This design comes from an exercise in tuning for small area, a short achievable clock period and few clock cycles per item on the open sky130 flow, not from production work. RTL that was checked went through simulation tests only; none was proved equivalent to the original. Power and IR drop assume default switching activity.

lane 1:
// cp1_responder
module cp1_responder #(
    parameter int NREG = 32,
    parameter int W    = 32
) (
    input  logic                    clk,
    input  logic                    rst,
    input  logic                    flag_clr,
    output logic                    flag_ovf,
    output logic                    flag_unf,
    input  logic                    req_valid,
    output logic                    req_ready,
    input  logic [1:0]              req_op,
    input  logic [$clog2(NREG)-1:0] req_fd,
    input  logic [$clog2(NREG)-1:0] req_fs,
    input  logic [$clog2(NREG)-1:0] req_ft,
    input  logic [W-1:0]            req_wdata,
    output logic                    rsp_valid,
    output logic [W-1:0]            rsp_data
);
    localparam int IW = $clog2(NREG);
    localparam logic [1:0] OP_ADD_S = 2'b00;
    localparam logic [1:0] OP_SUB_S = 2'b01;
    localparam logic [1:0] OP_MTC1  = 2'b10;
    localparam logic [1:0] OP_MFC1  = 2'b11;
    logic [W-1:0]    rf_q [NREG];
    logic [NREG-1:0] rf_vld_q;
    logic            rf_we;
    logic [IW-1:0]   rf_waddr;
    logic          s1_valid_q, s1_arith_q, s1_sub_q, s1_we_q, s1_late_q;
    logic          s1_wait_a_q, s1_wait_b_q, s1_fa_q, s1_fb_q;
    logic [IW-1:0] s1_fd_q;
    logic [W-1:0]  op_a_q, op_b_q;
    logic          za_q, zb_q;
    logic          ready_q;
    logic          s2_valid_q, s2_arith_q, s2_we_q, s2_near_q, s2_sub_q, s2_late_q;
    logic [IW-1:0] s2_fd_q;
    logic          s2_sign_q;
    logic [7:0]    s2_exp_q;
    logic [23:0]   s2_big_q, s2_small_q, s2_diff_q;
    logic          rsp_valid_q, res_we_q, rsp_ez_q;
    logic [IW-1:0] res_fd_q;
    logic [W-1:0]  rsp_data_q;
    logic [W-1:0]  r_res;
    logic          r_ovf, r_unf, r_ez;
    logic          accept, req_arith, req_mtc1, req_mfc1;
    logic          hit1_a, hit1_b, hit2_a, hit2_b, hit3_a, hit3_b;
    logic          haz_a, haz_b, wait_any;
    logic [W-1:0]  rd_a, rd_b, fwd_a, fwd_b;
  ...
For scale: about 89 I/O pins, roughly 0.063 mm2 of cells after synthesis.
clock: 7.0 ns
lec_check: 0
cap_margin: 25
core_margin: 2
core_utilization: 40
cts_buf_list: sky130_fd_sc_hd__clkbuf_8
setup_slack_margin: 3.3
slew_margin: 20
tns_end_percent: 30
run.sh (not shown) runs the stock make flow with config.mk's settings and CLKGATE_MAP_FILE= SYNTH_SCRIPT=/design/flow/synth_recipe.tcl, a recipe that flattens the netlist after the stock synthesis.
Lane 1 went all the way through the flow, and no timing, DRC or antenna check failed.
Testbench counts of lane 1, summed over its fixed seeds: cycles 5,618, ops 4,800.
## Diff of input files: lane 2 against lane 1
Settings: swapping 3.3 for 3 in SETUP_SLACK_MARGIN.
Results
Net switching share of the total power: lane 2 vs lane 1 down 0.62 points
Leakage power summed over all cells in lane 2 is 2.5% lower than in lane 1
Lane 2 -> lane 1: final HPWL from detailed placement flat
Reported for lane 1 and lane 2, synthesized-area fraction occupied by ao, oa, aoi and oai cells turned out identical to the last digit.
Lane 1 leaves more setup margin than lane 2.
Of lane 1 and lane 2, the higher part of the power in registers belongs to lane 2.
Summary: with lane 1 as the reference, fill cell instance count of the final layout in lane 2 moved up slightly.
For lane 3, these inputs were changed with respect to lane 2:
Settings: TNS_END_PERCENT now 10, was 30.
==> notes.md <==
Every run in the comparison, lane 2 and lane 3, completed the flow with a clean layout. When lane 3 is measured against lane 2, its data arrival time of the critical path turns out 0.10 ns higher. Summary of lane 3 over lane 2: power held steady; global-route met1 utilization shrank by 0.81 points; non-filler instance count after layout held steady; length of routed wiring on met1 shrank by about 0.5%. Status: count of multi-input gates parity (lane 3, lane 2). Lane 3 gives more relative slew slack than lane 2 did. When the final numbers for lane 2 and lane 3 were put side by side, the minimum clock period turned out to be smaller in lane 2. Vias: lane 3 more than lane 2. Looking at maximum clock rate across lane 2 and lane 3, the one that comes out lower is lane 3. Lane 2 and lane 3 ended up with roughly the same clock share of power. s2_diff_q[15] as the last element of the critical path was reported by lane 2, and op_b_q[2] by lane 3.
diff inputs: lane 3 => lane 4
Settings: TNS_END_PERCENT: 10 -> unset; CORE_UTILIZATION: 40 -> 55.
[summary]
Cell area on lane 4 is behind lane 3. Summary — aggregate routed wire length, lane 4 relative to lane 3: lower, by 1.6%. Internal power consumption came out lower on lane 4 than on lane 3. Going from lane 3 to lane 4, the mean routed wirelength per cell was found to have gone up by about 5%. Lane 4 vs. lane 3: number of antenna violations at the first check in global routing saw an increase; global-route usage saw an increase; worst hold slack saw an increase.

* * *

cp1_responder again, from the RTL that the note above started with.
Design cp1_responder, start of the top module:
module cp1_responder #(
    parameter int NREG = 32,
    parameter int W    = 32
) (
    input  logic                    clk,
    input  logic                    rst,
    input  logic                    flag_clr,
    output logic                    flag_ovf,
    output logic                    flag_unf,
    input  logic                    req_valid,
    output logic                    req_ready,
    input  logic [1:0]              req_op,
    input  logic [$clog2(NREG)-1:0] req_fd,
    input  logic [$clog2(NREG)-1:0] req_fs,
    input  logic [$clog2(NREG)-1:0] req_ft,
    input  logic [W-1:0]            req_wdata,
    output logic                    rsp_valid,
    output logic [W-1:0]            rsp_data
);
    localparam int IW = $clog2(NREG);
    localparam logic [1:0] OP_ADD_S = 2'b00;
    localparam logic [1:0] OP_SUB_S = 2'b01;
    localparam logic [1:0] OP_MTC1  = 2'b10;
    localparam logic [1:0] OP_MFC1  = 2'b11;
    logic [W-1:0]    rf_q [NREG];
  ...
clock: 7.0 ns
lec_check: 0
cap_margin: 25
core_margin: 2
core_utilization: 40
cts_buf_list: sky130_fd_sc_hd__clkbuf_8
setup_slack_margin: 3
slew_margin: 20
tns_end_percent: 50
The baseline went through all stages and came out clean.
Testbench counts at the start, summed over its fixed seeds: cycles 5,618, ops 4,800.
Change:
Settings changed: TNS_END_PERCENT 50 to default.
Result: The changed run passed the timing, DRC and antenna checks. Clock skew is lower by 0.0082 ns. Global-route usage came out higher by 0.85 points. Sequential share of layout area fell by 0.41 points. Cell count is higher slightly. Clock power barely changes.
Change:
Settings changed: SETUP_SLACK_MARGIN 3 to 3.5.
The changed run completed without violations.
Power grows by 5.6%.
Synthesized area is unchanged.
Combinational power grows by 27%.

* * *

cp1_responder, a different RTL version from the one above (not shown whole).
Size: about 5,500 cells after synthesis, ~1,300 flip-flops.
make LEC_CHECK=0 CAP_MARGIN=25 CORE_MARGIN=2 CORE_UTILIZATION=40 CTS_BUF_LIST=sky130_fd_sc_hd__clkbuf_8 SETUP_SLACK_MARGIN=3 SLEW_MARGIN=20 TNS_END_PERCENT=30 finish   # period 7.0 ns
==> next run, changes <==
--- a/flow/config.mk
+++ b/flow/config.mk
@@ -13,2 +13 @@
 export SLEW_MARGIN = 20
-export TNS_END_PERCENT = 30
Outcome: Clock skew decreases by 27 ps. Design area increases slightly. Area after synthesis does not change. Hold slack is better by 3.2 ps.
No functional check of the RTL was part of any run of this note.

## port drivers added, routing unchanged
The flow's constraints put no driver on any port. The routed layouts listed below were extracted and timed again, unchanged, in two steps. Step 1: set_driving_cell puts a clkbuf_16 on clk and a buf_2 on each other input, an assumption about the parent block. Step 2 also shifts input and output timing later by t, the mid clock arrival at the registers, as if the neighbouring blocks saw the same clock. a / b / c = no drivers / after step 1 / after step 2; a / b = the first two.
run	t, ns	setup WS [ns]	worst hold slack (ns)	worst data-port slew with drivers (ns)
lane 1	1.050	2.794 / 2.794 / 1.881	0.359 / 0.359 / 0.359	0.09
lane 2	1.072	2.701 / 2.701 / 1.893	0.357 / 0.357 / 0.357	0.11
lane 3	1.050	2.539 / 2.604 / 1.554	0.355 / 0.355 / 0.355	0.09
lane 4	1.031	2.545 / 2.545 / 2.019	0.358 / 0.358 / 0.358	0.10
the first run of note 2	1.052	2.694 / 2.694 / 1.878	0.348 / 0.348 / 0.348	0.10
the second run of note 2	1.030	2.618 / 2.618 / 1.881	0.356 / 0.356 / 0.356	0.07
the third run of note 2	1.071	2.627 / 2.627 / 2.392	0.352 / 0.352 / 0.352	0.04
the first run of note 3	1.053	2.641 / 2.641 / 1.954	0.344 / 0.344 / 0.344	0.17
the second run of note 3	1.060	2.735 / 2.735 / 1.827	0.347 / 0.347 / 0.347	0.16
After both steps setup and hold are still met in every run listed. The setup slack of lane 3, which loses most, moves by +0.065 ns with the drivers and by -0.985 ns with both steps.
